Background: an optimization exercise with open tools, aiming at small area and a short achievable clock period. Do not read the settings as production practice.
No functional check of the RTL was part of any run shown here.
Power figures rest on the tool's default switching activity, not on a simulated workload.

**design.v**
```verilog
module cic_iq_decim #(
  parameter int DIN_W    = 16,
  parameter int DOUT_W   = 16,
  parameter int STAGES   = 4,
  parameter int MAX_RATE = 16,
  parameter int GAIN_W   = 16,
  localparam int RATE_W  = $clog2(MAX_RATE + 1),
  localparam int ACC_W   = DIN_W + STAGES * $clog2(MAX_RATE),
  localparam int SHIFT_W = $clog2(ACC_W)
) (
  input  logic                     clk,
  input  logic                     rst,
  input  logic                     s_axis_data_tvalid,
  input  logic signed [DIN_W-1:0]  s_axis_data_tdata_real,
  input  logic signed [DIN_W-1:0]  s_axis_data_tdata_imag,
  input  logic                     cfg_load,
  input  logic [RATE_W-1:0]        cfg_rate,
  input  logic [SHIFT_W-1:0]       cfg_shift,
  input  logic [GAIN_W-1:0]        cfg_gain,
  output logic                     m_axis_data_tvalid,
  output logic signed [DOUT_W-1:0] m_axis_data_tdata_real,
  output logic signed [DOUT_W-1:0] m_axis_data_tdata_imag
);
  localparam int W   = 8;            
  localparam int L   = 32 / W;       
  localparam int NVV = L + 4;        
  localparam int NFV = L + 9;        
  logic [3:0]  rm1;                  
  logic [4:0]  shift_r;
  logic [15:0] gain_r;
  always_ff @(posedge clk) begin
    if (rst) begin
      rm1     <= 4'd1;
      shift_r <= '0;
      gain_r  <= 16'd16384;
    end else if (cfg_load) begin
      if (cfg_rate < 5'd2)
        rm1 <= 4'd1;
      else if (cfg_rate > 5'd16)
        rm1 <= 4'd15;
      else
        rm1 <= 4'(cfg_rate - 5'd1);
      shift_r <= cfg_shift;
      gain_r  <= cfg_gain;
    end
  end
  logic        flush_q;
  logic        v_q;
  logic [15:0] xr_q, xi_q, xi_d;
  always_ff @(posedge clk) begin
    flush_q <= rst | cfg_load;
    v_q     <= s_axis_data_tvalid;
    xr_q    <= s_axis_data_tvalid ? s_axis_data_tdata_real : 16'd0;
    xi_q    <= s_axis_data_tvalid ? s_axis_data_tdata_imag : 16'd0;
    xi_d    <= flush_q ? 16'd0 : xi_q;
  end
  logic [NVV-1:0] vv;
  assign vv[0] = v_q;
  always_ff @(posedge clk) begin
    if (flush_q) vv[NVV-1:1] <= '0;
    else         vv[NVV-1:1] <= vv[NVV-2:0];
  end
  logic [31:0] xd [2][L];
  assign xd[0][0] = {{16{xr_q[15]}}, xr_q};
  assign xd[1][0] = {{16{xi_d[15]}}, xi_d};
  always_ff @(posedge clk) begin
    for (int c = 0; c < 2; c++)
      for (int j = 1; j < L; j++)
        xd[c][j] <= flush_q ? 32'd0 : xd[c][j-1];
  end
  logic [W-1:0] integ  [2][4][L];
  logic         icar   [2][4][L];   
  logic [W:0]   isum   [2][4][L];
  always_comb begin
    for (int c = 0; c < 2; c++)
      for (int k = 0; k < 4; k++)
        for (int j = 0; j < L; j++)
          isum[c][k][j] = {1'b0, (k == 3 && fv[3 + j + c]) ? {W{1'b0}} : integ[c][k][j]}
                        + {1'b0, (k == 0) ? xd[c][j][j*W +: W]
                                          : (vv[k + j + c] ? integ[c][k-1][j] : {W{1'b0}})}
                        + (W+1)'((j == 0) ? 1'b0 : icar[c][k][j-1]);
  end
  always_ff @(posedge clk) begin
    for (int c = 0; c < 2; c++)
      for (int k = 0; k < 4; k++)
        for (int j = 0; j < L; j++) begin
          integ[c][k][j] <= flush_q ? {W{1'b0}} : isum[c][k][j][W-1:0];
          icar[c][k][j]  <= flush_q ? 1'b0 : isum[c][k][j][W];
        end
  end
  logic [3:0]     cnt;
  logic           fe;
  logic [NFV-1:0] fv;               
  assign fe = v_q & (cnt == rm1);
  always_ff @(posedge clk) begin
    if (flush_q) begin
      cnt <= '0;
      fv  <= '0;
    end else begin
      if (v_q)
        cnt <= fe ? 4'd0 : cnt + 4'd1;
      fv <= {fv[NFV-2:0], fe};
    end
  end
  logic [W-1:0] da  [1:3][L];       
  logic [W-1:0] db  [1:3][L];       
  logic         cbr [1:3][L];       
  logic [W-1:0] cin [1:4][L];       
  logic [W:0]   csum [1:3][L];
  logic [W-1:0] cmid [L];           
  always_comb begin
    for (int j = 0; j < L; j++) begin
      cin[1][j] = fv[4 + j] ? integ[1][3][j] : integ[0][3][j];
      cin[2][j] = cmid[j];
      for (int k = 1; k < 4; k++) begin
        csum[k][j] = {1'b0, cin[k][j]} + {1'b0, ~da[k][j]}
                   + (W+1)'((j == 0) ? 1'b1 : cbr[k][j-1]);
        if (k != 1)
          cin[k+1][j] = csum[k][j][W-1:0];
      end
    end
  end
  always_ff @(posedge clk) begin
    for (int j = 0; j < L; j++) begin
      cmid[j] <= csum[1][j][W-1:0];
      for (int k = 1; k < 4; k++) begin
        cbr[k][j] <= csum[k][j][W];
        if (flush_q) begin
          da[k][j] <= '0;
          db[k][j] <= '0;
        end else if (k < 2 ? (fv[3 + j] | fv[4 + j]) : (fv[4 + j] | fv[5 + j])) begin
          da[k][j] <= db[k][j];
          db[k][j] <= cin[k][j];
        end
      end
    end
  end
  logic [W-1:0] dsk [L][L];
  logic [31:0]  z;
  always_ff @(posedge clk) begin
    for (int j = 0; j < L; j++) begin
      dsk[j][0] <= cin[4][j];
      for (int d = 1; d < L - j; d++)
        dsk[j][d] <= dsk[j][d-1];
    end
  end
  always_comb
    for (int j = 0; j < L; j++)
      z[j*W +: W] = dsk[j][L-1-j];
  logic [30:0] ur;
  always_ff @(posedge clk)
    ur <= 31'(($signed({z, 1'b0})) >>> shift_r);
  logic [17:0] g3;
  always_ff @(posedge clk)
    g3 <= {2'b0, gain_r} + {1'b0, gain_r, 1'b0};
  logic bneg0, bs1_0, bs2_0, bs3_0, bs4_0;
  logic [17:0] bm0;
  logic bneg1, bs1_1, bs2_1, bs3_1, bs4_1;
  logic [17:0] bm1;
  logic bneg2, bs1_2, bs2_2, bs3_2, bs4_2;
  logic [17:0] bm2;
  logic bneg3, bs1_3, bs2_3, bs3_3, bs4_3;
  logic [17:0] bm3;
  logic bneg4, bs1_4, bs2_4, bs3_4, bs4_4;
  logic [17:0] bm4;
  logic bneg5, bs1_5, bs2_5, bs3_5, bs4_5;
  logic [17:0] bm5;
  logic bneg6, bs1_6, bs2_6, bs3_6, bs4_6;
  logic [17:0] bm6;
  logic bneg7, bs1_7, bs2_7, bs3_7, bs4_7;
  logic [17:0] bm7;
  logic bneg8, bs1_8, bs2_8, bs3_8, bs4_8;
  logic [17:0] bm8;
  logic bneg9, bs1_9, bs2_9, bs3_9, bs4_9;
  logic [17:0] bm9;
  logic ma0_s1, ma0_c2;
  logic ma0_s3, ma0_c4;
  logic ma0_s5, ma0_c6;
  logic ma0_s7, ma0_c8;
  logic ma0_s9, ma0_c10;
  logic ma0_s11, ma0_c12;
  logic ma0_s13, ma0_c14;
  logic ma0_s15, ma0_c16;
  logic ma0_s17, ma0_c18;
  logic ma0_s19, ma0_c20;
  logic ma0_s21, ma0_c22;
  logic ma0_s23, ma0_c24;
  logic ma0_s25, ma0_c26;
  logic ma0_s27, ma0_c28;
  logic ma0_s29, ma0_c30;
  logic ma0_s31, ma0_c32;
  logic ma0_s33, ma0_c34;
  logic ma0_s35, ma0_c36;
  logic ma0_s37, ma0_c38;
  logic ma0_s39, ma0_c40;
  logic ma0_s41, ma0_c42;
  logic ma0_s43, ma0_c44;
  logic ma0_s45, ma0_c46;
  logic ma0_s47, ma0_c48;
  logic ma0_s49, ma0_c50;
  logic ma0_s51, ma0_c52;
  logic ma0_s53, ma0_c54;
  logic ma1_s55, ma1_c56;
  logic ma1_s57, ma1_c58;
  logic ma1_s59, ma1_c60;
  logic ma1_s61, ma1_c62;
  logic ma1_s63, ma1_c64;
  logic ma1_s65, ma1_c66;
  logic ma1_s67, ma1_c68;
  logic ma1_s69, ma1_c70;
  logic ma1_s71, ma1_c72;
  logic ma1_s73, ma1_c74;
  logic ma1_s75, ma1_c76;
  logic ma1_s77, ma1_c78;
  logic ma1_s79, ma1_c80;
  logic ma1_s81, ma1_c82;
  logic ma1_s83, ma1_c84;
  logic ma1_s85, ma1_c86;
  logic ma1_s87, ma1_c88;
  logic ma1_s89, ma1_c90;
  logic ma1_s91, ma1_c92;
  logic ma1_s93, ma1_c94;
  logic ma1_s95, ma1_c96;
  logic ma1_s97, ma1_c98;
  logic ma1_s99, ma1_c100;
  logic ma1_s101, ma1_c102;
  logic ma1_s103, ma1_c104;
  logic ma1_s105, ma1_c106;
  logic ma1_s107, ma1_c108;
  logic ma1_s109, ma1_c110;
  logic ma1_s111, ma1_c112;
  logic ma1_s113, ma1_c114;
  logic ma1_s115, ma1_c116;
  logic ma1_s117, ma1_c118;
  logic ma1_s119, ma1_c120;
  logic ma1_s121, ma1_c122;
  logic ma1_s123, ma1_c124;
  logic ma1_s125, ma1_c126;
  logic ma1_s127, ma1_c128;
  logic ma1_s129, ma1_c130;
  logic ma1_s131, ma1_c132;
  logic [29:0] mr0;
  logic [29:0] mr1;
  logic [29:0] mr2;
  logic [29:0] mr3;
  logic mb0_s133, mb0_c134;
  logic mb0_s135, mb0_c136;
  logic mb0_s137, mb0_c138;
  logic mb0_s139, mb0_c140;
  logic mb0_s141, mb0_c142;
  logic mb0_s143, mb0_c144;
  logic mb0_s145, mb0_c146;
  logic mb0_s147, mb0_c148;
  logic mb0_s149, mb0_c150;
  logic mb0_s151, mb0_c152;
  logic mb0_s153, mb0_c154;
  logic mb0_s155, mb0_c156;
  logic mb0_s157, mb0_c158;
  logic mb0_s159, mb0_c160;
  logic mb0_s161, mb0_c162;
  logic mb0_s163, mb0_c164;
  logic mb0_s165, mb0_c166;
  logic mb0_s167, mb0_c168;
  logic mb0_s169, mb0_c170;
  logic mb0_s171, mb0_c172;
  logic mb0_s173, mb0_c174;
  logic mb0_s175, mb0_c176;
  logic mb0_s177, mb0_c178;
  logic mb0_s179, mb0_c180;
  logic mb1_s181, mb1_c182;
  logic mb1_s183, mb1_c184;
  logic mb1_s185, mb1_c186;
  logic mb1_s187, mb1_c188;
  logic mb1_s189, mb1_c190;
  logic mb1_s191, mb1_c192;
  logic mb1_s193, mb1_c194;
  logic mb1_s195, mb1_c196;
  logic mb1_s197, mb1_c198;
  logic mb1_s199, mb1_c200;
  logic mb1_s201, mb1_c202;
  logic mb1_s203, mb1_c204;
  logic mb1_s205, mb1_c206;
  logic mb1_s207, mb1_c208;
  logic mb1_s209, mb1_c210;
  logic mb1_s211, mb1_c212;
  logic mb1_s213, mb1_c214;
  logic mb1_s215, mb1_c216;
  logic mb1_s217, mb1_c218;
  logic mb1_s219, mb1_c220;
  logic mb1_s221, mb1_c222;
  logic mb1_s223, mb1_c224;
  logic mb1_s225, mb1_c226;
  logic mb1_s227, mb1_c228;
  logic mb1_s229, mb1_c230;
  logic mb1_s231, mb1_c232;
  logic mb1_s233, mb1_c234;
  logic [29:0] mx, my;
  logic [14:0] plo;
  logic [15:0] mxh, myh, p;
  logic        pc14;
  assign bneg0 = ur[3];
  assign bs1_0 = ur[3] ? (ur[2] & (ur[1] ^ ur[0])) : (~ur[2] & (ur[1] ^ ur[0]));
  assign bs2_0 = (~ur[2] & ur[1] & ur[0]) | (ur[2] & ~ur[1] & ~ur[0]);
  assign bs3_0 = ur[3] ? (~ur[2] & (ur[1] ^ ur[0])) : (ur[2] & (ur[1] ^ ur[0]));
  assign bs4_0 = ur[3] ? (~ur[2] & ~ur[1] & ~ur[0]) : (ur[2] & ur[1] & ur[0]);
  assign bm0 = (({18{bs1_0}} & {2'b0, gain_r}) | ({18{bs2_0}} & {1'b0, gain_r, 1'b0}) | ({18{bs3_0}} & g3) | ({18{bs4_0}} & {gain_r, 2'b0})) ^ {18{bneg0}};
  assign bneg1 = ur[6];
  assign bs1_1 = ur[6] ? (ur[5] & (ur[4] ^ ur[3])) : (~ur[5] & (ur[4] ^ ur[3]));
  assign bs2_1 = (~ur[5] & ur[4] & ur[3]) | (ur[5] & ~ur[4] & ~ur[3]);
  assign bs3_1 = ur[6] ? (~ur[5] & (ur[4] ^ ur[3])) : (ur[5] & (ur[4] ^ ur[3]));
  assign bs4_1 = ur[6] ? (~ur[5] & ~ur[4] & ~ur[3]) : (ur[5] & ur[4] & ur[3]);
  assign bm1 = (({18{bs1_1}} & {2'b0, gain_r}) | ({18{bs2_1}} & {1'b0, gain_r, 1'b0}) | ({18{bs3_1}} & g3) | ({18{bs4_1}} & {gain_r, 2'b0})) ^ {18{bneg1}};
  assign bneg2 = ur[9];
  assign bs1_2 = ur[9] ? (ur[8] & (ur[7] ^ ur[6])) : (~ur[8] & (ur[7] ^ ur[6]));
  assign bs2_2 = (~ur[8] & ur[7] & ur[6]) | (ur[8] & ~ur[7] & ~ur[6]);
  assign bs3_2 = ur[9] ? (~ur[8] & (ur[7] ^ ur[6])) : (ur[8] & (ur[7] ^ ur[6]));
  assign bs4_2 = ur[9] ? (~ur[8] & ~ur[7] & ~ur[6]) : (ur[8] & ur[7] & ur[6]);
  assign bm2 = (({18{bs1_2}} & {2'b0, gain_r}) | ({18{bs2_2}} & {1'b0, gain_r, 1'b0}) | ({18{bs3_2}} & g3) | ({18{bs4_2}} & {gain_r, 2'b0})) ^ {18{bneg2}};
  assign bneg3 = ur[12];
  assign bs1_3 = ur[12] ? (ur[11] & (ur[10] ^ ur[9])) : (~ur[11] & (ur[10] ^ ur[9]));
  assign bs2_3 = (~ur[11] & ur[10] & ur[9]) | (ur[11] & ~ur[10] & ~ur[9]);
  assign bs3_3 = ur[12] ? (~ur[11] & (ur[10] ^ ur[9])) : (ur[11] & (ur[10] ^ ur[9]));
  assign bs4_3 = ur[12] ? (~ur[11] & ~ur[10] & ~ur[9]) : (ur[11] & ur[10] & ur[9]);
  assign bm3 = (({18{bs1_3}} & {2'b0, gain_r}) | ({18{bs2_3}} & {1'b0, gain_r, 1'b0}) | ({18{bs3_3}} & g3) | ({18{bs4_3}} & {gain_r, 2'b0})) ^ {18{bneg3}};
  assign bneg4 = ur[15];
  assign bs1_4 = ur[15] ? (ur[14] & (ur[13] ^ ur[12])) : (~ur[14] & (ur[13] ^ ur[12]));
  assign bs2_4 = (~ur[14] & ur[13] & ur[12]) | (ur[14] & ~ur[13] & ~ur[12]);
  assign bs3_4 = ur[15] ? (~ur[14] & (ur[13] ^ ur[12])) : (ur[14] & (ur[13] ^ ur[12]));
  assign bs4_4 = ur[15] ? (~ur[14] & ~ur[13] & ~ur[12]) : (ur[14] & ur[13] & ur[12]);
  assign bm4 = (({18{bs1_4}} & {2'b0, gain_r}) | ({18{bs2_4}} & {1'b0, gain_r, 1'b0}) | ({18{bs3_4}} & g3) | ({18{bs4_4}} & {gain_r, 2'b0})) ^ {18{bneg4}};
  assign bneg5 = ur[18];
  assign bs1_5 = ur[18] ? (ur[17] & (ur[16] ^ ur[15])) : (~ur[17] & (ur[16] ^ ur[15]));
  assign bs2_5 = (~ur[17] & ur[16] & ur[15]) | (ur[17] & ~ur[16] & ~ur[15]);
  assign bs3_5 = ur[18] ? (~ur[17] & (ur[16] ^ ur[15])) : (ur[17] & (ur[16] ^ ur[15]));
  assign bs4_5 = ur[18] ? (~ur[17] & ~ur[16] & ~ur[15]) : (ur[17] & ur[16] & ur[15]);
  assign bm5 = (({18{bs1_5}} & {2'b0, gain_r}) | ({18{bs2_5}} & {1'b0, gain_r, 1'b0}) | ({18{bs3_5}} & g3) | ({18{bs4_5}} & {gain_r, 2'b0})) ^ {18{bneg5}};
  assign bneg6 = ur[21];
  assign bs1_6 = ur[21] ? (ur[20] & (ur[19] ^ ur[18])) : (~ur[20] & (ur[19] ^ ur[18]));
  assign bs2_6 = (~ur[20] & ur[19] & ur[18]) | (ur[20] & ~ur[19] & ~ur[18]);
  assign bs3_6 = ur[21] ? (~ur[20] & (ur[19] ^ ur[18])) : (ur[20] & (ur[19] ^ ur[18]));
  assign bs4_6 = ur[21] ? (~ur[20] & ~ur[19] & ~ur[18]) : (ur[20] & ur[19] & ur[18]);
  assign bm6 = (({18{bs1_6}} & {2'b0, gain_r}) | ({18{bs2_6}} & {1'b0, gain_r, 1'b0}) | ({18{bs3_6}} & g3) | ({18{bs4_6}} & {gain_r, 2'b0})) ^ {18{bneg6}};
  assign bneg7 = ur[24];
  assign bs1_7 = ur[24] ? (ur[23] & (ur[22] ^ ur[21])) : (~ur[23] & (ur[22] ^ ur[21]));
  assign bs2_7 = (~ur[23] & ur[22] & ur[21]) | (ur[23] & ~ur[22] & ~ur[21]);
  assign bs3_7 = ur[24] ? (~ur[23] & (ur[22] ^ ur[21])) : (ur[23] & (ur[22] ^ ur[21]));
  assign bs4_7 = ur[24] ? (~ur[23] & ~ur[22] & ~ur[21]) : (ur[23] & ur[22] & ur[21]);
  assign bm7 = (({18{bs1_7}} & {2'b0, gain_r}) | ({18{bs2_7}} & {1'b0, gain_r, 1'b0}) | ({18{bs3_7}} & g3) | ({18{bs4_7}} & {gain_r, 2'b0})) ^ {18{bneg7}};
  assign bneg8 = ur[27];
  assign bs1_8 = ur[27] ? (ur[26] & (ur[25] ^ ur[24])) : (~ur[26] & (ur[25] ^ ur[24]));
  assign bs2_8 = (~ur[26] & ur[25] & ur[24]) | (ur[26] & ~ur[25] & ~ur[24]);
  assign bs3_8 = ur[27] ? (~ur[26] & (ur[25] ^ ur[24])) : (ur[26] & (ur[25] ^ ur[24]));
  assign bs4_8 = ur[27] ? (~ur[26] & ~ur[25] & ~ur[24]) : (ur[26] & ur[25] & ur[24]);
  assign bm8 = (({18{bs1_8}} & {2'b0, gain_r}) | ({18{bs2_8}} & {1'b0, gain_r, 1'b0}) | ({18{bs3_8}} & g3) | ({18{bs4_8}} & {gain_r, 2'b0})) ^ {18{bneg8}};
  assign bneg9 = ur[30];
  assign bs1_9 = ur[30] ? (ur[29] & (ur[28] ^ ur[27])) : (~ur[29] & (ur[28] ^ ur[27]));
  assign bs2_9 = (~ur[29] & ur[28] & ur[27]) | (ur[29] & ~ur[28] & ~ur[27]);
  assign bs3_9 = ur[30] ? (~ur[29] & (ur[28] ^ ur[27])) : (ur[29] & (ur[28] ^ ur[27]));
  assign bs4_9 = ur[30] ? (~ur[29] & ~ur[28] & ~ur[27]) : (ur[29] & ur[28] & ur[27]);
  assign bm9 = (({18{bs1_9}} & {2'b0, gain_r}) | ({18{bs2_9}} & {1'b0, gain_r, 1'b0}) | ({18{bs3_9}} & g3) | ({18{bs4_9}} & {gain_r, 2'b0})) ^ {18{bneg9}};
  assign ma0_s1 = bm0[15] ^ bm1[12];
  assign ma0_c2 = bm0[15] & bm1[12];
  assign ma0_s3 = bm0[16] ^ bm1[13];
  assign ma0_c4 = bm0[16] & bm1[13];
  assign ma0_s5 = bm0[17] ^ bm1[14];
  assign ma0_c6 = bm0[17] & bm1[14];
  assign ma0_s7 = ~bneg0 ^ bm1[15] ^ bm2[12];
  assign ma0_c8 = (~bneg0 & bm1[15]) | (~bneg0 & bm2[12]) | (bm1[15] & bm2[12]);
  assign ma0_s9 = bm3[9] ^ bm4[6] ^ bm5[3];
  assign ma0_c10 = (bm3[9] & bm4[6]) | (bm3[9] & bm5[3]) | (bm4[6] & bm5[3]);
  assign ma0_s11 = bm1[16] ^ bm2[13] ^ bm3[10];
  assign ma0_c12 = (bm1[16] & bm2[13]) | (bm1[16] & bm3[10]) | (bm2[13] & bm3[10]);
  assign ma0_s13 = bm4[7] ^ bm5[4];
  assign ma0_c14 = bm4[7] & bm5[4];
  assign ma0_s15 = bm1[17] ^ bm2[14] ^ bm3[11];
  assign ma0_c16 = (bm1[17] & bm2[14]) | (bm1[17] & bm3[11]) | (bm2[14] & bm3[11]);
  assign ma0_s17 = bm4[8] ^ bm5[5];
  assign ma0_c18 = bm4[8] & bm5[5];
  assign ma0_s19 = ~bneg1 ^ bm2[15] ^ bm3[12];
  assign ma0_c20 = (~bneg1 & bm2[15]) | (~bneg1 & bm3[12]) | (bm2[15] & bm3[12]);
  assign ma0_s21 = bm4[9] ^ bm5[6] ^ bm6[3];
  assign ma0_c22 = (bm4[9] & bm5[6]) | (bm4[9] & bm6[3]) | (bm5[6] & bm6[3]);
  assign ma0_s23 = bm2[16] ^ bm3[13] ^ bm4[10];
  assign ma0_c24 = (bm2[16] & bm3[13]) | (bm2[16] & bm4[10]) | (bm3[13] & bm4[10]);
  assign ma0_s25 = bm5[7] ^ bm6[4];
  assign ma0_c26 = bm5[7] & bm6[4];
  assign ma0_s27 = bm2[17] ^ bm3[14] ^ bm4[11];
  assign ma0_c28 = (bm2[17] & bm3[14]) | (bm2[17] & bm4[11]) | (bm3[14] & bm4[11]);
  assign ma0_s29 = bm5[8] ^ bm6[5];
  assign ma0_c30 = bm5[8] & bm6[5];
  assign ma0_s31 = ~bneg2 ^ bm3[15] ^ bm4[12];
  assign ma0_c32 = (~bneg2 & bm3[15]) | (~bneg2 & bm4[12]) | (bm3[15] & bm4[12]);
  assign ma0_s33 = bm5[9] ^ bm6[6] ^ bm7[3];
  assign ma0_c34 = (bm5[9] & bm6[6]) | (bm5[9] & bm7[3]) | (bm6[6] & bm7[3]);
  assign ma0_s35 = bm3[16] ^ bm4[13] ^ bm5[10];
  assign ma0_c36 = (bm3[16] & bm4[13]) | (bm3[16] & bm5[10]) | (bm4[13] & bm5[10]);
  assign ma0_s37 = bm6[7] ^ bm7[4];
  assign ma0_c38 = bm6[7] & bm7[4];
  assign ma0_s39 = bm3[17] ^ bm4[14] ^ bm5[11];
  assign ma0_c40 = (bm3[17] & bm4[14]) | (bm3[17] & bm5[11]) | (bm4[14] & bm5[11]);
  assign ma0_s41 = bm6[8] ^ bm7[5];
  assign ma0_c42 = bm6[8] & bm7[5];
  assign ma0_s43 = ~bneg3 ^ bm4[15] ^ bm5[12];
  assign ma0_c44 = (~bneg3 & bm4[15]) | (~bneg3 & bm5[12]) | (bm4[15] & bm5[12]);
  assign ma0_s45 = bm6[9] ^ bm7[6] ^ bm8[3];
  assign ma0_c46 = (bm6[9] & bm7[6]) | (bm6[9] & bm8[3]) | (bm7[6] & bm8[3]);
  assign ma0_s47 = bm4[16] ^ bm5[13] ^ bm6[10];
  assign ma0_c48 = (bm4[16] & bm5[13]) | (bm4[16] & bm6[10]) | (bm5[13] & bm6[10]);
  assign ma0_s49 = bm7[7] ^ bm8[4];
  assign ma0_c50 = bm7[7] & bm8[4];
  assign ma0_s51 = bm4[17] ^ bm5[14] ^ bm6[11];
  assign ma0_c52 = (bm4[17] & bm5[14]) | (bm4[17] & bm6[11]) | (bm5[14] & bm6[11]);
  assign ma0_s53 = bm7[8] ^ bm8[5];
  assign ma0_c54 = bm7[8] & bm8[5];
  assign ma1_s55 = bm0[9] ^ bm1[6];
  assign ma1_c56 = bm0[9] & bm1[6];
  assign ma1_s57 = bm0[10] ^ bm1[7];
  assign ma1_c58 = bm0[10] & bm1[7];
  assign ma1_s59 = bm0[11] ^ bm1[8];
  assign ma1_c60 = bm0[11] & bm1[8];
  assign ma1_s61 = bm0[12] ^ bm1[9] ^ bm2[6];
  assign ma1_c62 = (bm0[12] & bm1[9]) | (bm0[12] & bm2[6]) | (bm1[9] & bm2[6]);
  assign ma1_s63 = bm3[3] ^ bm4[0];
  assign ma1_c64 = bm3[3] & bm4[0];
  assign ma1_s65 = bm0[13] ^ bm1[10] ^ bm2[7];
  assign ma1_c66 = (bm0[13] & bm1[10]) | (bm0[13] & bm2[7]) | (bm1[10] & bm2[7]);
  assign ma1_s67 = bm3[4] ^ bm4[1] ^ 1'b1;
  assign ma1_c68 = (bm3[4] & bm4[1]) | (bm3[4] & 1'b1) | (bm4[1] & 1'b1);
  assign ma1_s69 = bm0[14] ^ bm1[11] ^ bm2[8];
  assign ma1_c70 = (bm0[14] & bm1[11]) | (bm0[14] & bm2[8]) | (bm1[11] & bm2[8]);
  assign ma1_s71 = bm3[5] ^ bm4[2];
  assign ma1_c72 = bm3[5] & bm4[2];
  assign ma1_s73 = ma0_s1 ^ bm2[9] ^ bm3[6];
  assign ma1_c74 = (ma0_s1 & bm2[9]) | (ma0_s1 & bm3[6]) | (bm2[9] & bm3[6]);
  assign ma1_s75 = bm4[3] ^ bm5[0] ^ bneg5;
  assign ma1_c76 = (bm4[3] & bm5[0]) | (bm4[3] & bneg5) | (bm5[0] & bneg5);
  assign ma1_s77 = ma0_s3 ^ bm2[10] ^ bm3[7];
  assign ma1_c78 = (ma0_s3 & bm2[10]) | (ma0_s3 & bm3[7]) | (bm2[10] & bm3[7]);
  assign ma1_s79 = bm4[4] ^ bm5[1] ^ ma0_c2;
  assign ma1_c80 = (bm4[4] & bm5[1]) | (bm4[4] & ma0_c2) | (bm5[1] & ma0_c2);
  assign ma1_s81 = ma0_s5 ^ bm2[11] ^ bm3[8];
  assign ma1_c82 = (ma0_s5 & bm2[11]) | (ma0_s5 & bm3[8]) | (bm2[11] & bm3[8]);
  assign ma1_s83 = bm4[5] ^ bm5[2] ^ ma0_c4;
  assign ma1_c84 = (bm4[5] & bm5[2]) | (bm4[5] & ma0_c4) | (bm5[2] & ma0_c4);
  assign ma1_s85 = ma0_s7 ^ ma0_s9 ^ bm6[0];
  assign ma1_c86 = (ma0_s7 & ma0_s9) | (ma0_s7 & bm6[0]) | (ma0_s9 & bm6[0]);
  assign ma1_s87 = bneg6 ^ 1'b1 ^ ma0_c6;
  assign ma1_c88 = (bneg6 & 1'b1) | (bneg6 & ma0_c6) | (1'b1 & ma0_c6);
  assign ma1_s89 = ma0_s11 ^ ma0_s13 ^ bm6[1];
  assign ma1_c90 = (ma0_s11 & ma0_s13) | (ma0_s11 & bm6[1]) | (ma0_s13 & bm6[1]);
  assign ma1_s91 = 1'b1 ^ ma0_c8 ^ ma0_c10;
  assign ma1_c92 = (1'b1 & ma0_c8) | (1'b1 & ma0_c10) | (ma0_c8 & ma0_c10);
  assign ma1_s93 = ma0_s15 ^ ma0_s17 ^ bm6[2];
  assign ma1_c94 = (ma0_s15 & ma0_s17) | (ma0_s15 & bm6[2]) | (ma0_s17 & bm6[2]);
  assign ma1_s95 = 1'b1 ^ ma0_c12 ^ ma0_c14;
  assign ma1_c96 = (1'b1 & ma0_c12) | (1'b1 & ma0_c14) | (ma0_c12 & ma0_c14);
  assign ma1_s97 = ma0_s19 ^ ma0_s21 ^ bm7[0];
  assign ma1_c98 = (ma0_s19 & ma0_s21) | (ma0_s19 & bm7[0]) | (ma0_s21 & bm7[0]);
  assign ma1_s99 = bneg7 ^ ma0_c16 ^ ma0_c18;
  assign ma1_c100 = (bneg7 & ma0_c16) | (bneg7 & ma0_c18) | (ma0_c16 & ma0_c18);
  assign ma1_s101 = ma0_s23 ^ ma0_s25 ^ bm7[1];
  assign ma1_c102 = (ma0_s23 & ma0_s25) | (ma0_s23 & bm7[1]) | (ma0_s25 & bm7[1]);
  assign ma1_s103 = 1'b1 ^ ma0_c20 ^ ma0_c22;
  assign ma1_c104 = (1'b1 & ma0_c20) | (1'b1 & ma0_c22) | (ma0_c20 & ma0_c22);
  assign ma1_s105 = ma0_s27 ^ ma0_s29 ^ bm7[2];
  assign ma1_c106 = (ma0_s27 & ma0_s29) | (ma0_s27 & bm7[2]) | (ma0_s29 & bm7[2]);
  assign ma1_s107 = 1'b1 ^ ma0_c24 ^ ma0_c26;
  assign ma1_c108 = (1'b1 & ma0_c24) | (1'b1 & ma0_c26) | (ma0_c24 & ma0_c26);
  assign ma1_s109 = ma0_s31 ^ ma0_s33 ^ bm8[0];
  assign ma1_c110 = (ma0_s31 & ma0_s33) | (ma0_s31 & bm8[0]) | (ma0_s33 & bm8[0]);
  assign ma1_s111 = bneg8 ^ ma0_c28 ^ ma0_c30;
  assign ma1_c112 = (bneg8 & ma0_c28) | (bneg8 & ma0_c30) | (ma0_c28 & ma0_c30);
  assign ma1_s113 = ma0_s35 ^ ma0_s37 ^ bm8[1];
  assign ma1_c114 = (ma0_s35 & ma0_s37) | (ma0_s35 & bm8[1]) | (ma0_s37 & bm8[1]);
  assign ma1_s115 = 1'b1 ^ ma0_c32 ^ ma0_c34;
  assign ma1_c116 = (1'b1 & ma0_c32) | (1'b1 & ma0_c34) | (ma0_c32 & ma0_c34);
  assign ma1_s117 = ma0_s39 ^ ma0_s41 ^ bm8[2];
  assign ma1_c118 = (ma0_s39 & ma0_s41) | (ma0_s39 & bm8[2]) | (ma0_s41 & bm8[2]);
  assign ma1_s119 = 1'b1 ^ ma0_c36 ^ ma0_c38;
  assign ma1_c120 = (1'b1 & ma0_c36) | (1'b1 & ma0_c38) | (ma0_c36 & ma0_c38);
  assign ma1_s121 = ma0_s43 ^ ma0_s45 ^ bm9[0];
  assign ma1_c122 = (ma0_s43 & ma0_s45) | (ma0_s43 & bm9[0]) | (ma0_s45 & bm9[0]);
  assign ma1_s123 = bneg9 ^ ma0_c40 ^ ma0_c42;
  assign ma1_c124 = (bneg9 & ma0_c40) | (bneg9 & ma0_c42) | (ma0_c40 & ma0_c42);
  assign ma1_s125 = ma0_s47 ^ ma0_s49 ^ bm9[1];
  assign ma1_c126 = (ma0_s47 & ma0_s49) | (ma0_s47 & bm9[1]) | (ma0_s49 & bm9[1]);
  assign ma1_s127 = 1'b1 ^ ma0_c44 ^ ma0_c46;
  assign ma1_c128 = (1'b1 & ma0_c44) | (1'b1 & ma0_c46) | (ma0_c44 & ma0_c46);
  assign ma1_s129 = ma0_s51 ^ ma0_s53 ^ bm9[2];
  assign ma1_c130 = (ma0_s51 & ma0_s53) | (ma0_s51 & bm9[2]) | (ma0_s53 & bm9[2]);
  assign ma1_s131 = 1'b1 ^ ma0_c48 ^ ma0_c50;
  assign ma1_c132 = (1'b1 & ma0_c48) | (1'b1 & ma0_c50) | (ma0_c48 & ma0_c50);
  assign mb0_s133 = mr0[6] ^ mr1[6];
  assign mb0_c134 = mr0[6] & mr1[6];
  assign mb0_s135 = mr0[7] ^ mr1[7];
  assign mb0_c136 = mr0[7] & mr1[7];
  assign mb0_s137 = mr0[8] ^ mr1[8];
  assign mb0_c138 = mr0[8] & mr1[8];
  assign mb0_s139 = mr0[9] ^ mr1[9] ^ mr2[9];
  assign mb0_c140 = (mr0[9] & mr1[9]) | (mr0[9] & mr2[9]) | (mr1[9] & mr2[9]);
  assign mb0_s141 = mr0[10] ^ mr1[10] ^ mr2[10];
  assign mb0_c142 = (mr0[10] & mr1[10]) | (mr0[10] & mr2[10]) | (mr1[10] & mr2[10]);
  assign mb0_s143 = mr0[11] ^ mr1[11] ^ mr2[11];
  assign mb0_c144 = (mr0[11] & mr1[11]) | (mr0[11] & mr2[11]) | (mr1[11] & mr2[11]);
  assign mb0_s145 = mr0[12] ^ mr1[12] ^ mr2[12];
  assign mb0_c146 = (mr0[12] & mr1[12]) | (mr0[12] & mr2[12]) | (mr1[12] & mr2[12]);
  assign mb0_s147 = mr0[13] ^ mr1[13] ^ mr2[13];
  assign mb0_c148 = (mr0[13] & mr1[13]) | (mr0[13] & mr2[13]) | (mr1[13] & mr2[13]);
  assign mb0_s149 = mr0[14] ^ mr1[14] ^ mr2[14];
  assign mb0_c150 = (mr0[14] & mr1[14]) | (mr0[14] & mr2[14]) | (mr1[14] & mr2[14]);
  assign mb0_s151 = mr0[15] ^ mr1[15] ^ mr2[15];
  assign mb0_c152 = (mr0[15] & mr1[15]) | (mr0[15] & mr2[15]) | (mr1[15] & mr2[15]);
  assign mb0_s153 = mr0[16] ^ mr1[16] ^ mr2[16];
  assign mb0_c154 = (mr0[16] & mr1[16]) | (mr0[16] & mr2[16]) | (mr1[16] & mr2[16]);
  assign mb0_s155 = mr0[17] ^ mr1[17] ^ mr2[17];
  assign mb0_c156 = (mr0[17] & mr1[17]) | (mr0[17] & mr2[17]) | (mr1[17] & mr2[17]);
  assign mb0_s157 = mr0[18] ^ mr1[18] ^ mr2[18];
  assign mb0_c158 = (mr0[18] & mr1[18]) | (mr0[18] & mr2[18]) | (mr1[18] & mr2[18]);
  assign mb0_s159 = mr0[19] ^ mr1[19] ^ mr2[19];
  assign mb0_c160 = (mr0[19] & mr1[19]) | (mr0[19] & mr2[19]) | (mr1[19] & mr2[19]);
  assign mb0_s161 = mr0[20] ^ mr1[20] ^ mr2[20];
  assign mb0_c162 = (mr0[20] & mr1[20]) | (mr0[20] & mr2[20]) | (mr1[20] & mr2[20]);
  assign mb0_s163 = mr0[21] ^ mr1[21] ^ mr2[21];
  assign mb0_c164 = (mr0[21] & mr1[21]) | (mr0[21] & mr2[21]) | (mr1[21] & mr2[21]);
  assign mb0_s165 = mr0[22] ^ mr1[22] ^ mr2[22];
  assign mb0_c166 = (mr0[22] & mr1[22]) | (mr0[22] & mr2[22]) | (mr1[22] & mr2[22]);
  assign mb0_s167 = mr0[23] ^ mr1[23] ^ mr2[23];
  assign mb0_c168 = (mr0[23] & mr1[23]) | (mr0[23] & mr2[23]) | (mr1[23] & mr2[23]);
  assign mb0_s169 = mr0[24] ^ mr1[24] ^ mr2[24];
  assign mb0_c170 = (mr0[24] & mr1[24]) | (mr0[24] & mr2[24]) | (mr1[24] & mr2[24]);
  assign mb0_s171 = mr0[25] ^ mr1[25] ^ mr2[25];
  assign mb0_c172 = (mr0[25] & mr1[25]) | (mr0[25] & mr2[25]) | (mr1[25] & mr2[25]);
  assign mb0_s173 = mr0[26] ^ mr1[26] ^ mr2[26];
  assign mb0_c174 = (mr0[26] & mr1[26]) | (mr0[26] & mr2[26]) | (mr1[26] & mr2[26]);
  assign mb0_s175 = mr0[27] ^ mr1[27] ^ mr2[27];
  assign mb0_c176 = (mr0[27] & mr1[27]) | (mr0[27] & mr2[27]) | (mr1[27] & mr2[27]);
  assign mb0_s177 = mr0[28] ^ mr1[28] ^ mr2[28];
  assign mb0_c178 = (mr0[28] & mr1[28]) | (mr0[28] & mr2[28]) | (mr1[28] & mr2[28]);
  assign mb0_s179 = mr0[29] ^ mr1[29] ^ mr2[29];
  assign mb0_c180 = (mr0[29] & mr1[29]) | (mr0[29] & mr2[29]) | (mr1[29] & mr2[29]);
  assign mb1_s181 = mr0[3] ^ mr1[3];
  assign mb1_c182 = mr0[3] & mr1[3];
  assign mb1_s183 = mr0[4] ^ mr1[4];
  assign mb1_c184 = mr0[4] & mr1[4];
  assign mb1_s185 = mr0[5] ^ mr1[5];
  assign mb1_c186 = mr0[5] & mr1[5];
  assign mb1_s187 = mb0_s133 ^ mr2[6] ^ mr3[6];
  assign mb1_c188 = (mb0_s133 & mr2[6]) | (mb0_s133 & mr3[6]) | (mr2[6] & mr3[6]);
  assign mb1_s189 = mb0_s135 ^ mr2[7] ^ mb0_c134;
  assign mb1_c190 = (mb0_s135 & mr2[7]) | (mb0_s135 & mb0_c134) | (mr2[7] & mb0_c134);
  assign mb1_s191 = mb0_s137 ^ mr2[8] ^ mb0_c136;
  assign mb1_c192 = (mb0_s137 & mr2[8]) | (mb0_s137 & mb0_c136) | (mr2[8] & mb0_c136);
  assign mb1_s193 = mb0_s139 ^ mr3[9] ^ mb0_c138;
  assign mb1_c194 = (mb0_s139 & mr3[9]) | (mb0_s139 & mb0_c138) | (mr3[9] & mb0_c138);
  assign mb1_s195 = mb0_s141 ^ mr3[10] ^ mb0_c140;
  assign mb1_c196 = (mb0_s141 & mr3[10]) | (mb0_s141 & mb0_c140) | (mr3[10] & mb0_c140);
  assign mb1_s197 = mb0_s143 ^ mr3[11] ^ mb0_c142;
  assign mb1_c198 = (mb0_s143 & mr3[11]) | (mb0_s143 & mb0_c142) | (mr3[11] & mb0_c142);
  assign mb1_s199 = mb0_s145 ^ mr3[12] ^ mb0_c144;
  assign mb1_c200 = (mb0_s145 & mr3[12]) | (mb0_s145 & mb0_c144) | (mr3[12] & mb0_c144);
  assign mb1_s201 = mb0_s147 ^ mr3[13] ^ mb0_c146;
  assign mb1_c202 = (mb0_s147 & mr3[13]) | (mb0_s147 & mb0_c146) | (mr3[13] & mb0_c146);
  assign mb1_s203 = mb0_s149 ^ mr3[14] ^ mb0_c148;
  assign mb1_c204 = (mb0_s149 & mr3[14]) | (mb0_s149 & mb0_c148) | (mr3[14] & mb0_c148);
  assign mb1_s205 = mb0_s151 ^ mr3[15] ^ mb0_c150;
  assign mb1_c206 = (mb0_s151 & mr3[15]) | (mb0_s151 & mb0_c150) | (mr3[15] & mb0_c150);
  assign mb1_s207 = mb0_s153 ^ mr3[16] ^ mb0_c152;
  assign mb1_c208 = (mb0_s153 & mr3[16]) | (mb0_s153 & mb0_c152) | (mr3[16] & mb0_c152);
  assign mb1_s209 = mb0_s155 ^ mr3[17] ^ mb0_c154;
  assign mb1_c210 = (mb0_s155 & mr3[17]) | (mb0_s155 & mb0_c154) | (mr3[17] & mb0_c154);
  assign mb1_s211 = mb0_s157 ^ mr3[18] ^ mb0_c156;
  assign mb1_c212 = (mb0_s157 & mr3[18]) | (mb0_s157 & mb0_c156) | (mr3[18] & mb0_c156);
  assign mb1_s213 = mb0_s159 ^ mr3[19] ^ mb0_c158;
  assign mb1_c214 = (mb0_s159 & mr3[19]) | (mb0_s159 & mb0_c158) | (mr3[19] & mb0_c158);
  assign mb1_s215 = mb0_s161 ^ mr3[20] ^ mb0_c160;
  assign mb1_c216 = (mb0_s161 & mr3[20]) | (mb0_s161 & mb0_c160) | (mr3[20] & mb0_c160);
  assign mb1_s217 = mb0_s163 ^ mr3[21] ^ mb0_c162;
  assign mb1_c218 = (mb0_s163 & mr3[21]) | (mb0_s163 & mb0_c162) | (mr3[21] & mb0_c162);
  assign mb1_s219 = mb0_s165 ^ mr3[22] ^ mb0_c164;
  assign mb1_c220 = (mb0_s165 & mr3[22]) | (mb0_s165 & mb0_c164) | (mr3[22] & mb0_c164);
  assign mb1_s221 = mb0_s167 ^ mr3[23] ^ mb0_c166;
  assign mb1_c222 = (mb0_s167 & mr3[23]) | (mb0_s167 & mb0_c166) | (mr3[23] & mb0_c166);
  assign mb1_s223 = mb0_s169 ^ mr3[24] ^ mb0_c168;
  assign mb1_c224 = (mb0_s169 & mr3[24]) | (mb0_s169 & mb0_c168) | (mr3[24] & mb0_c168);
  assign mb1_s225 = mb0_s171 ^ mr3[25] ^ mb0_c170;
  assign mb1_c226 = (mb0_s171 & mr3[25]) | (mb0_s171 & mb0_c170) | (mr3[25] & mb0_c170);
  assign mb1_s227 = mb0_s173 ^ mr3[26] ^ mb0_c172;
  assign mb1_c228 = (mb0_s173 & mr3[26]) | (mb0_s173 & mb0_c172) | (mr3[26] & mb0_c172);
  assign mb1_s229 = mb0_s175 ^ mr3[27] ^ mb0_c174;
  assign mb1_c230 = (mb0_s175 & mr3[27]) | (mb0_s175 & mb0_c174) | (mr3[27] & mb0_c174);
  assign mb1_s231 = mb0_s177 ^ mr3[28] ^ mb0_c176;
  assign mb1_c232 = (mb0_s177 & mr3[28]) | (mb0_s177 & mb0_c176) | (mr3[28] & mb0_c176);
  assign mb1_s233 = mb0_s179 ^ mr3[29] ^ mb0_c178;
  assign mb1_c234 = (mb0_s179 & mr3[29]) | (mb0_s179 & mb0_c178) | (mr3[29] & mb0_c178);
  assign mx[0] = mr0[0];
  assign my[0] = mr1[0];
  assign mx[1] = mr0[1];
  assign my[1] = 1'b0;
  assign mx[2] = mr0[2];
  assign my[2] = 1'b0;
  assign mx[3] = mb1_s181;
  assign my[3] = mr2[3];
  assign mx[4] = mb1_s183;
  assign my[4] = mb1_c182;
  assign mx[5] = mb1_s185;
  assign my[5] = mb1_c184;
  assign mx[6] = mb1_s187;
  assign my[6] = mb1_c186;
  assign mx[7] = mb1_s189;
  assign my[7] = mb1_c188;
  assign mx[8] = mb1_s191;
  assign my[8] = mb1_c190;
  assign mx[9] = mb1_s193;
  assign my[9] = mb1_c192;
  assign mx[10] = mb1_s195;
  assign my[10] = mb1_c194;
  assign mx[11] = mb1_s197;
  assign my[11] = mb1_c196;
  assign mx[12] = mb1_s199;
  assign my[12] = mb1_c198;
  assign mx[13] = mb1_s201;
  assign my[13] = mb1_c200;
  assign mx[14] = mb1_s203;
  assign my[14] = mb1_c202;
  assign mx[15] = mb1_s205;
  assign my[15] = mb1_c204;
  assign mx[16] = mb1_s207;
  assign my[16] = mb1_c206;
  assign mx[17] = mb1_s209;
  assign my[17] = mb1_c208;
  assign mx[18] = mb1_s211;
  assign my[18] = mb1_c210;
  assign mx[19] = mb1_s213;
  assign my[19] = mb1_c212;
  assign mx[20] = mb1_s215;
  assign my[20] = mb1_c214;
  assign mx[21] = mb1_s217;
  assign my[21] = mb1_c216;
  assign mx[22] = mb1_s219;
  assign my[22] = mb1_c218;
  assign mx[23] = mb1_s221;
  assign my[23] = mb1_c220;
  assign mx[24] = mb1_s223;
  assign my[24] = mb1_c222;
  assign mx[25] = mb1_s225;
  assign my[25] = mb1_c224;
  assign mx[26] = mb1_s227;
  assign my[26] = mb1_c226;
  assign mx[27] = mb1_s229;
  assign my[27] = mb1_c228;
  assign mx[28] = mb1_s231;
  assign my[28] = mb1_c230;
  assign mx[29] = mb1_s233;
  assign my[29] = mb1_c232;
  assign plo = {1'b0, mx[13:0]} + {1'b0, my[13:0]};
  assign p = mxh + myh + 16'(pc14);
  always_ff @(posedge clk) begin
    mr0[0] <= bm0[0];
    mr1[0] <= bneg0;
    mr2[0] <= 1'b0;
    mr3[0] <= 1'b0;
    mr0[1] <= bm0[1];
    mr1[1] <= 1'b0;
    mr2[1] <= 1'b0;
    mr3[1] <= 1'b0;
    mr0[2] <= bm0[2];
    mr1[2] <= 1'b0;
    mr2[2] <= 1'b0;
    mr3[2] <= 1'b0;
    mr0[3] <= bm0[3];
    mr1[3] <= bm1[0];
    mr2[3] <= bneg1;
    mr3[3] <= 1'b0;
    mr0[4] <= bm0[4];
    mr1[4] <= bm1[1];
    mr2[4] <= 1'b0;
    mr3[4] <= 1'b0;
    mr0[5] <= bm0[5];
    mr1[5] <= bm1[2];
    mr2[5] <= 1'b0;
    mr3[5] <= 1'b0;
    mr0[6] <= bm0[6];
    mr1[6] <= bm1[3];
    mr2[6] <= bm2[0];
    mr3[6] <= bneg2;
    mr0[7] <= bm0[7];
    mr1[7] <= bm1[4];
    mr2[7] <= bm2[1];
    mr3[7] <= 1'b0;
    mr0[8] <= bm0[8];
    mr1[8] <= bm1[5];
    mr2[8] <= bm2[2];
    mr3[8] <= 1'b0;
    mr0[9] <= ma1_s55;
    mr1[9] <= bm2[3];
    mr2[9] <= bm3[0];
    mr3[9] <= bneg3;
    mr0[10] <= ma1_s57;
    mr1[10] <= bm2[4];
    mr2[10] <= bm3[1];
    mr3[10] <= ma1_c56;
    mr0[11] <= ma1_s59;
    mr1[11] <= bm2[5];
    mr2[11] <= bm3[2];
    mr3[11] <= ma1_c58;
    mr0[12] <= ma1_s61;
    mr1[12] <= ma1_s63;
    mr2[12] <= bneg4;
    mr3[12] <= ma1_c60;
    mr0[13] <= ma1_s65;
    mr1[13] <= ma1_s67;
    mr2[13] <= ma1_c62;
    mr3[13] <= ma1_c64;
    mr0[14] <= ma1_s69;
    mr1[14] <= ma1_s71;
    mr2[14] <= ma1_c66;
    mr3[14] <= ma1_c68;
    mr0[15] <= ma1_s73;
    mr1[15] <= ma1_s75;
    mr2[15] <= ma1_c70;
    mr3[15] <= ma1_c72;
    mr0[16] <= ma1_s77;
    mr1[16] <= ma1_s79;
    mr2[16] <= ma1_c74;
    mr3[16] <= ma1_c76;
    mr0[17] <= ma1_s81;
    mr1[17] <= ma1_s83;
    mr2[17] <= ma1_c78;
    mr3[17] <= ma1_c80;
    mr0[18] <= ma1_s85;
    mr1[18] <= ma1_s87;
    mr2[18] <= ma1_c82;
    mr3[18] <= ma1_c84;
    mr0[19] <= ma1_s89;
    mr1[19] <= ma1_s91;
    mr2[19] <= ma1_c86;
    mr3[19] <= ma1_c88;
    mr0[20] <= ma1_s93;
    mr1[20] <= ma1_s95;
    mr2[20] <= ma1_c90;
    mr3[20] <= ma1_c92;
    mr0[21] <= ma1_s97;
    mr1[21] <= ma1_s99;
    mr2[21] <= ma1_c94;
    mr3[21] <= ma1_c96;
    mr0[22] <= ma1_s101;
    mr1[22] <= ma1_s103;
    mr2[22] <= ma1_c98;
    mr3[22] <= ma1_c100;
    mr0[23] <= ma1_s105;
    mr1[23] <= ma1_s107;
    mr2[23] <= ma1_c102;
    mr3[23] <= ma1_c104;
    mr0[24] <= ma1_s109;
    mr1[24] <= ma1_s111;
    mr2[24] <= ma1_c106;
    mr3[24] <= ma1_c108;
    mr0[25] <= ma1_s113;
    mr1[25] <= ma1_s115;
    mr2[25] <= ma1_c110;
    mr3[25] <= ma1_c112;
    mr0[26] <= ma1_s117;
    mr1[26] <= ma1_s119;
    mr2[26] <= ma1_c114;
    mr3[26] <= ma1_c116;
    mr0[27] <= ma1_s121;
    mr1[27] <= ma1_s123;
    mr2[27] <= ma1_c118;
    mr3[27] <= ma1_c120;
    mr0[28] <= ma1_s125;
    mr1[28] <= ma1_s127;
    mr2[28] <= ma1_c122;
    mr3[28] <= ma1_c124;
    mr0[29] <= ma1_s129;
    mr1[29] <= ma1_s131;
    mr2[29] <= ma1_c126;
    mr3[29] <= ma1_c128;
    mxh <= mx[29:14];
    myh <= my[29:14];
    pc14 <= plo[14];
  end
  logic [15:0] p_hold;
  always_ff @(posedge clk) begin
    p_hold <= p;
    m_axis_data_tdata_real <= p_hold;
    m_axis_data_tdata_imag <= p;
    m_axis_data_tvalid <= fv[L + 8] & ~flush_q & ~rst & ~cfg_load;
  end
endmodule
```
**flow/run.sh**
```bash
#!/bin/bash
# Standard ORFS layout, with repair_timing asked to reach a larger setup slack than the
# constraint needs (the SDC is unchanged). Each tool's output stays in orfs/logs/.
set -euo pipefail
cd "$(dirname "$0")/.."
export SETUP_SLACK_MARGIN=${MARGIN:-6.5}
bash standard.sh > standard.log 2>&1
```
**standard.sh**
```bash
#!/bin/bash
# synth_recipe.tcl (not shown) runs the flow's synth.tcl, then flattens the netlist and writes it again
# the make line also repeats each setting of config.mk as NAME=value (left out here)
make -C /OpenROAD-flow-scripts/flow DESIGN_CONFIG=/design/flow/config.mk WORK_HOME=/design/flow/orfs CLKGATE_MAP_FILE= SYNTH_SCRIPT=/design/flow/synth_recipe.tcl "${@:-finish}"
```
**config.mk**
```make
export PLATFORM = sky130hd
export DESIGN_NAME = cic_iq_decim
export DESIGN_NICKNAME = cic_iq_decim
export VERILOG_FILES = /design/flow/design.v
export SDC_FILE = /design/flow/constraint.sdc
export NUM_CORES = 4
export LEC_CHECK = 0
export ABC_AREA = 1
export CAP_MARGIN = 20
export CORE_MARGIN = 2
export CORE_UTILIZATION = 40
export CTS_CLUSTER_DIAMETER = 200
export CTS_CLUSTER_SIZE = 30
export SLEW_MARGIN = 20
```
**constraint.sdc**
```tcl
create_clock -name core_clock -period 9.5 [get_ports {clk}]
set_input_delay 1.9000 -clock core_clock [delete_from_list [all_inputs] [get_ports {clk}]]
set_output_delay 1.9000 -clock core_clock [all_outputs]
set_load 0.01 [all_outputs]
```
==> Implementation_results.wiki, run 1 <==
{| class="wikitable"
! Metric !! Value
|-
| Height of the die || 355 um
|-
| Critical path type || reg2out
|-
| Final setup skew || ~0.046 ns
|-
| Global route overflow || 0
|-
| DR WL/cell || approximately 15 um
|-
| Gate Count Post-Synth || a little over 6000
|-
| Kind of path behind the tightest hold check || reg2reg
|-
| Highest net fanout along the worst path || 2
|-
| GR met3 Demand/Resource || around 2.4%
|-
| Count of pins over their slew limit || 0
|-
| Port Buffers || 94
|-
| Highest-count cells in the layout ignoring fill and taps || 1016 x inv_1, 926 x nand2_1, 892 x dfxtp_1, 629 x o21ai_0, 534 x nor2_1
|-
| CTS HTree Levels || 2
|-
| Wire length of the first global-routing pass || 191000 um
|-
| Cell type contributing the most total cell area after synthesis || dfxtp_1
|-
| Cell leakage power || approximately 25 nW
|-
| Top post-synthesis cells by area || dfxtp_1 38%, ha_1 9.7%, inv_1 7.8%
|-
| Met2 Usage GRT || 32.7%
|-
| Vias in the first global route || about 37000
|-
| Synth Area in Compound Gates || between 10% and 20%
|-
| Period minus WS final || 3.03 ns
|-
| Post-synthesis register bit count || 932
|-
| Number of standard-cell rows in the floorplan || 128
|-
| Worst slack on hold paths || 0.335 ns
|-
| Layout net count || 6815
|-
| Kind of cell adding the most delay to the critical path || flip-flops
|-
| Drt first pass iters || 6
|-
| Post-Synthesis Net Count || 6832
|-
| Total length of routed wires || 117000 um
|-
| Headroom to the max-slew limit || 30.6%
|-
| Io pins || 95
|-
| Crit path cell chain || buf_6
|-
| Detailed-route via count || 38900
|-
| Total of hold buffers inserted after clock tree synthesis || 0
|-
| Max rail drop VDD || 213 uV
|-
| Warnings, synthesis || 12
|-
| Gp weighted congestion || 0.936
|-
| Most common cell after layout, fill and taps aside || inv_1
|-
| Layout-stage area growth over the synthesis result || 7.91%
|-
| Area of the die || ~130000 sq um
|-
| Run status || complete, no violations
|-
| RSZ-0062 raised after global routing || yes
|-
| Simple-gate portion of the synthesized area || a little over an eighth
|-
| Clock transition at path regs || around 0.1 ns
|-
| Max stage delay on crit path || 0.38 ns
|-
| Accumulated negative setup slack || 0 ns
|-
| Endpoint type of the worst setup path || primary output
|-
| Width of the die || between 300 and 400 um
|-
| Max frequency || between 0.3 and 0.4 GHz
|-
| Global router's overall resource usage || 18.4%
|-
| Core ar. || about 120000 sq um
|-
| Max-cap violations || 0
|-
| CTS root buffer || clkbuf_16
|-
| Period utilisation layout || 31.9%
|-
| TritonCTS clock tree || yes
|-
| Clock sink count || approximately 930
|-
| Remaining antenna violation count after routing || 0
|-
| Number of distinct library cell variants in the gate-level netlist after synthesis || 58
|-
| Buffers from clock root to sink, at most || 3
|-
| Drc violations || 0
|-
| Number of antenna violations at the first check in global routing || 3
|-
| Buffers & Inverters on Critical Path || 1
|-
| Part of the Yosys area used for sequential elements || 37.8%
|-
| Combined area of all synthesized cells || 49300 sq um
|-
| XOR/XNOR share of the synthesized area || 4.44%
|-
| Async set or reset register ratio after synthesis || 0%
|-
| Library cell contributing the largest single delay on the critical path || dfxtp_2
|-
| Routed via count divided by cell count || about 5.0
|-
| Critical path data required time || 7.60 ns
|-
| Number of enable-type register cells in the synthesized netlist || 0
|-
| Detailed router's first-iteration violation count || 2453
|-
| Slew @ Worst Pin || 1.04 ns
|-
| Gr busiest metal || met2
|-
| Hold Fails Final Rpt || 0
|-
| Main flop type after synthesis || dfxtp_1
|-
| Total power divided by cell area || 182 nW/um^2
|-
| Combinational family with the most area after synthesis || compound AO/OA/AOI/OAI gates
|-
| Proportion of layout cells with a drive suffix above 1 || 5.20%
|-
| Worst skew pair latency || 0.67 ns
|-
| Final setup violation count || 0
|-
| TritonCTS buffer count || 37
|-
| Worst Setup Start Kind || flop
|-
| Largest net degree at the start of global routing || 159
|-
| Placed wire-length estimate after detailed placement || 85000 um
|-
| Area fraction of the dominant cell type after synthesis || 37.8%
|-
| Synthesized area per cell || between 7 and 8 sq um
|-
| Fraction of synthesized area in multiplexers || 0.101%
|-
| Initial Util || 40.4%
|-
| Global routing usage on met1 || 22.8%
|-
| Adder and majority gate portion of the synthesized area || between 10% and 20%
|-
| Critical path data arrival time || 1.13 ns
|}
## sequential cells by signal, summed over array words and instances (netlist names), 13 cells and up
| register | cells |
|---|---|
| mr3 | 22 |
| mr2 | 25 |
| da | 96 |
| mxh | 16 |
| fv | 13 |
| icar | 24 |
| xr_q | 16 |
| myh | 16 |
| integ | 256 |
| ur | 31 |
| xi_d | 16 |
| mr0 | 30 |
| p_hold | 16 |
| g3 | 18 |
| xd | 20 |
| db | 96 |
| xi_q | 16 |
| m_axis_data_tdata_real | 16 |
| cmid | 32 |
| mr1 | 28 |
| gain_r | 16 |
| dsk | 80 |
## through the flow
stage               util (%)  power (W)  cell area (sq um)  instances  setup WS [ns]
floorplan                  -    0.00673              49300       6228           6.79
global placement        42.2    0.00765              51500       7742           5.70
detailed placement      42.2    0.00772              51500       7742           5.69
CTS                     43.2    0.00978              52800       7807           6.42
global route            43.6     0.0104              53200       7839           6.43
finish                  43.6    0.00970              53200       7840           6.47
## power breakdown
group | internal [W] | switching [W] | leakage [nW] | total, W
clock | 0.000743 | 0.00126 | 0.498 | 0.00201
combinational | 0.00120 | 0.00177 | 16.8 | 0.00297
sequential | 0.00440 | 0.000319 | 7.61 | 0.00472
## path summary, 6_finish.rpt
check                         endpoint  slack [ns]  cells after the start        from
max          m_axis_data_tdata_imag[9]        6.47                      1   p_hold[9]
min                          dsk[2][0]        0.33                      0   dsk[1][0]
max reg2reg                    mr0[23]        6.53                      7  gain_r[10]
min reg2reg                  dsk[2][0]        0.33                      0   dsk[1][0]
## cell families after synthesis
| group | Yosys count |
|---|---|
| buf+inv | 1288 |
| fa+ha+maj | 542 |
| compound gates | 1534 |
| xor+xnor | 250 |
| flops | 932 |
| simple gates | 1677 |
| mux | 5 |
## cell type report
cell class | instances | area [sq um]
sequential | 932 | 18700
timing repair inverter | 1 | 5.00
multi-input combinational | 4008 | 25800
clock buffer | 39 | 955
inverter | 1053 | 4030
antenna | 1 | 2.50
fill | 12500 | 68800
clock inverter | 3 | 66.3
timing repair buffer | 178 | 1610
tap | 1625 | 2030
## routing by layer
layer	vias to the layer above	share of wire (%)
li1	20100	-
met1	17800	44
met2	780	48
met3	205	4.8
met4	0	3.8
met5	-	0
## repair_timing
action | in CTS | in global routing
gates resized for setup | 206 | 52
endpoints found under the setup margin | 98 | 75
cloned | 1 | 0
pin swaps | 4 | 9
setup buffers | 22 | 32
hold endpoints to repair | 0 | 0
## cells in the mapped netlist, types with 3 or more instances
| master | n |
|---|---|
| o21ai_0 | 631 |
| nor2_2 | 8 |
| a221oi_2 | 25 |
| o221ai_1 | 11 |
| buf_2 | 24 |
| o21ai_2 | 6 |
| a221oi_1 | 24 |
| buf_4 | 11 |
| xor2_1 | 222 |
| o21ai_1 | 10 |
| nor2_4 | 8 |
| inv_1 | 1027 |
| mux2i_1 | 5 |
| nor2_1 | 539 |
| ha_1 | 382 |
| o311ai_0 | 3 |
| nand2_2 | 13 |
| inv_2 | 17 |
| nor4_1 | 5 |
| o21ai_4 | 3 |
| o21a_1 | 13 |
| buf_1 | 13 |
| nand4_1 | 28 |
| nand3_1 | 131 |
| a211oi_1 | 6 |
| buf_6 | 14 |
| o31a_1 | 4 |
| dfxtp_1 | 932 |
| xnor2_1 | 28 |
| o22ai_1 | 165 |
| a21o_1 | 26 |
| o31ai_1 | 14 |
| a21oi_1 | 518 |
| clkbuf_1 | 173 |
| o21bai_1 | 16 |
| clkinv_1 | 5 |
| nand2_1 | 929 |
| a31oi_1 | 29 |
| fa_1 | 160 |
| nor3_1 | 11 |
| o211ai_1 | 15 |
==> run 2: changes to the inputs <==
==> flow/run.sh (replaced) <==
#!/bin/bash
# Standard ORFS layout, with repair_timing asked to reach a larger setup slack than the
# constraint needs (the SDC is unchanged), and plain buffers on the ports.
# Each tool's output stays in orfs/logs/; make's output goes to standard.log.
set -euo pipefail
cd "$(dirname "$0")/.."
export SETUP_SLACK_MARGIN=${MARGIN:-6.55}
export BUFFER_PORTS_ARGS="-buffer_cell sky130_fd_sc_hd__buf_1"
bash standard.sh > standard.log 2>&1
--- a/config.mk
+++ b/config.mk
@@ -11,4 +11,4 @@
 export CORE_UTILIZATION = 40
 export CTS_CLUSTER_DIAMETER = 200
-export CTS_CLUSTER_SIZE = 30
+export CTS_CLUSTER_SIZE = 25
 export SLEW_MARGIN = 20
==> run 2 against run 1 <==
  * Synthesized cell count is the same
  * Register-to-register slack better by 0.06 ns
  * Maximum frequency grew 1.3%
  * Still clean
  * Global-route usage decreased by 0.086 points
  * Area after synthesis unchanged
  * Critical endpoint unchanged
  * Cell area barely moved
  * Die area unchanged
  * Sequential cell count did not move
  * First-iteration DRC count rose by 0.57%
==> Implementation_results.wiki, run 2 <==
{| class="wikitable"
! Metric !! Value
|-
| Max frequency || roughly 0.33 GHz
|-
| DR WL/cell || 14.9 um
|-
| Io pins || between 90 and 100
|-
| Placed wire-length estimate after detailed placement || 85200 um
|-
| Initial Util || 40.4%
|-
| Accumulated negative setup slack || 0 ns
|-
| Synthesized area per cell || 7.92 sq um
|-
| Max stage delay on crit path || between 0.3 and 0.4 ns
|-
| Most frequent cells after synthesis || 1027 x inv_1, 932 x dfxtp_1, 929 x nand2_1, 631 x o21ai_0, 539 x nor2_1
|-
| Register name with the most flops || integ
|-
| CTS HTree Levels || 2
|-
| Highest-count cells in the layout ignoring fill and taps || 1013 x inv_1, 925 x nand2_1, 893 x dfxtp_1, 627 x o21ai_0, 533 x nor2_1
|-
| Buffers & Inverters on Critical Path || 1
|-
| Detailed-routing wirelength on met1 || around 52000 um
|-
| Max rail drop VDD || 199 uV
|-
| Crit path cell chain || buf_6
|-
| Drt first pass iters || 6
|-
| Number of antenna violations at the first check in global routing || 2
|-
| Registers with the highest flip-flop counts || integ (256), da (96), db (96)
|-
| Final setup violation count || 0
|-
| Wire length of the first global-routing pass || 190000 um
|-
| Total power divided by cell area || 184 nW/um^2
|-
| Worst Setup Start Kind || flop
|-
| Period utilisation layout || between 30% and 40%
|-
| CTS root buffer || clkbuf_16
|-
| Remaining antenna violation count after routing || 0
|-
| Routed via count divided by cell count || 4.94
|-
| Port Buffers || 94
|-
| Slew @ Worst Pin || 1.02 ns
|-
| Final setup skew || 0.0419 ns
|-
| Gate Count Post-Synth || between 6000 and 7000
|-
| Highest net fanout along the worst path || 2
|-
| Total length of routed met3 wires || 5300 um
|-
| Cell leakage power || about 25 nW
|-
| Async set or reset register ratio after synthesis || 0%
|-
| Post-Synthesis Net Count || about 6800
|-
| Clock sink count || 932
|-
| Critical path data arrival time || 1.10 ns
|-
| Wire length on met2 || 55600 um
|-
| Relative contribution of combinational cells to total power || 30.7%
|-
| Endpoint type of the worst setup path || primary output
|-
| Cell Int Power || 0.00643 W
|-
| Area fraction of the dominant cell type after synthesis || between 30 and 40%
|-
| Critical path data required time || between 7 and 8 ns
|-
| Clock transition at path regs || 0.09 ns
|-
| Gp weighted congestion || approximately 0.94
|-
| Worst skew pair latency || 0.66 ns
|-
| Library cell contributing the largest single delay on the critical path || dfxtp_2
|-
| Kind of path behind the tightest hold check || reg2reg
|-
| Highest routed metal layer || met4
|-
| Critical path type || reg2out
|-
| Buffers from clock root to sink, at most || 3
|-
| Utilization after layout || 43.6%
|-
| Total length of routed wires || 117000 um
|-
| TritonCTS buffer count || 43
|-
| Largest net degree at the start of global routing || 165
|-
| Total of fill cells in the finished design || 12400
|-
| Max-cap violations || 0
|-
| Sw power || 0.00337 W
|-
| Detailed router's first-iteration violation count || 2467
|-
| Hold Fails Final Rpt || 0
|-
| Period minus WS final || between 2 and 3 ns
|-
| Switching Fraction || ~34%
|-
| Max reg flops || about 260
|-
| Layout-stage area growth over the synthesis result || 7.87%
|-
| Part of the Yosys area used for sequential elements || between 30% and 40%
|-
| Main flop type after synthesis || dfxtp_1
|-
| Most common cell after layout, fill and taps aside || inv_1
|-
| Cell type contributing the most total cell area after synthesis || dfxtp_1
|-
| Layout net count || 6839
|-
| Total of hold buffers inserted after clock tree synthesis || 0
|-
| Combined area of all synthesized cells || 49300 sq um
|-
| Number of standard-cell rows in the floorplan || 128
|-
| Warnings, synthesis || 12
|-
| Proportion of layout cells with a drive suffix above 1 || 5.71%
|-
| TritonCTS clock tree || yes
|-
| Run status || complete, no violations
|-
| Area of the die || between 100000 and 150000 sq um
|-
| Antenna diode count || 0
|-
| Clock power share || approximately a fifth
|-
| Height of the die || 355 um
|-
| Drc violations || 0
|-
| Headroom to the max-slew limit || 31.8%
|-
| Kind of cell adding the most delay to the critical path || flip-flops
|-
| Post-synthesis register bit count || 932
|-
| Library cell with the highest instance count after synthesis || inv_1
|-
| Power Total || 0.00981 W
|-
| Global route overflow || 0
|-
| Vias in the first global route || 37200
|-
| Portion of total power attributed to sequential cells || 48.0%
|-
| Number of distinct library cell variants in the gate-level netlist after synthesis || 58
|-
| Top post-synthesis cells by area || dfxtp_1 38%, ha_1 9.7%, inv_1 7.8%
|-
| Width of the die || 355 um
|-
| Global router's overall resource usage || 18.4%
|-
| Detailed-route via count || around 39000
|-
| RSZ-0062 raised after global routing || yes
|-
| Number of enable-type register cells in the synthesized netlist || 0
|-
| Count of pins over their slew limit || 0
|-
| Core ar. || 122000 sq um
|}
run 2: cell counts after synthesis:
Identical to the previous run, type by type.
run 2: area by class of cell:
| class | instances | area (sq um) | share of cell area, % |
|---|---|---|---|
| Inverter | 1053 | 4050 | 7.61 |
| Clock inverter | 3 | 48.8 | 0.0917 |
| Sequential cell | 932 | 18700 | 35.2 |
| Clock buffer | 45 | 1090 | 2.06 |
| Timing Repair inverter | 1 | 5.00 | 0.00941 |
| Timing Repair Buffer | 195 | 1380 | 2.60 |
| Multi-Input combinational cell | 4009 | 25800 | 48.6 |
| Tap cell | 1625 | 2030 | 3.82 |
run 2: path summary, 6_finish.rpt:
kind | start | to | slack [ns] | cells past startpoint
setup / recovery | p_hold[9] | m_axis_data_tdata_imag[9] | 6.50 | 1
hold / removal | dsk[8][4] | dsk[9][4] | 0.33 | 0
setup reg to reg | gain_r[15] | mr0[22] | 6.59 | 7
hold reg to reg | dsk[8][4] | dsk[9][4] | 0.33 | 0
run 2: per-layer routing:
layer / up-vias / GRT usage, %
li1: 20100 / -
met1: 17700 / 23.0
met2: 784 / 32.4
met3: 236 / 2.26
met4: 0 / 6.19
met5: - / 0
run 2: cells by family (layout without fill, tap and decap cells):
family                     Yosys count  after routing  synth area share (%)
AOI/OAI and AO/OA                 1534           1534                  17.7
xor gates and xnor gates           250            250                  4.44
adders and majority gates          542            542                  16.2
buffers and inverters             1288           1297                  10.2
DFF                                932            932                  37.8
muxes                                5              5                 0.102
and+or+nand+nor                   1677           1678                  13.6
run 2: what timing repair did:
item,4_1_cts,5_1_grt
setup buffers,19,44
resized for setup,111,64
gates cloned,0,3
pin swaps,6,11
endpoints found under the setup margin,101,77
run 2: through the flow:
stage | hold WS (ns) | setup slack, ns | instance area (sq um) | std cells
after detailed placement | 0.312 | 5.77 | 50900 | 7748
final | 0.331 | 6.50 | 53200 | 7863
after global placement | 0.310 | 5.78 | 50900 | 7748
after CTS | 0.325 | 6.45 | 52600 | 7815
after floorplan | 0.310 | 6.79 | 49300 | 6228
after global routing | 0.327 | 6.45 | 53200 | 7863
run 2: power groups by stage:
stage                     registers, W  logic (W)  clock network (W)
after floorplan                0.00469    0.00204                  0
after global placement         0.00479    0.00278                  0
after detailed placement       0.00479    0.00286                  0
after CTS                      0.00472    0.00297            0.00220
after global routing           0.00475    0.00343            0.00233
final                          0.00471    0.00301            0.00209

==> what the ideal ports hide <==
The results above use ideal ports. As a check the final layouts listed here were re-extracted and re-timed, cells and wires unchanged. Step 1 assumes that a clkbuf_16 drives the clock port and a buf_2 every other input. Step 2, shift: input delay + t, output delay - t, t = (earliest + latest rising clock arrival at the registers) / 2. This alone moves slack from input paths to output paths. Three values: ideal ports, drivers, drivers and shift; two values: the first two.
| run | shift t [ns] | setup slack, ns | worst register clock-pin slew, ns | worst slew at a driven data input, ns |
|---|---|---|---|---|
| run 1 | 0.718 | 6.466 / 6.395 / 5.979 | 0.13 / 0.13 | 0.06 |
| run 2 | 0.707 | 6.504 / 6.435 / 6.223 | 0.12 / 0.12 | 0.12 |
After both steps setup and hold are still met in every run listed. For run 1, which loses most, drivers alone change the setup slack by -0.071 ns; drivers and shift together by -0.487 ns.
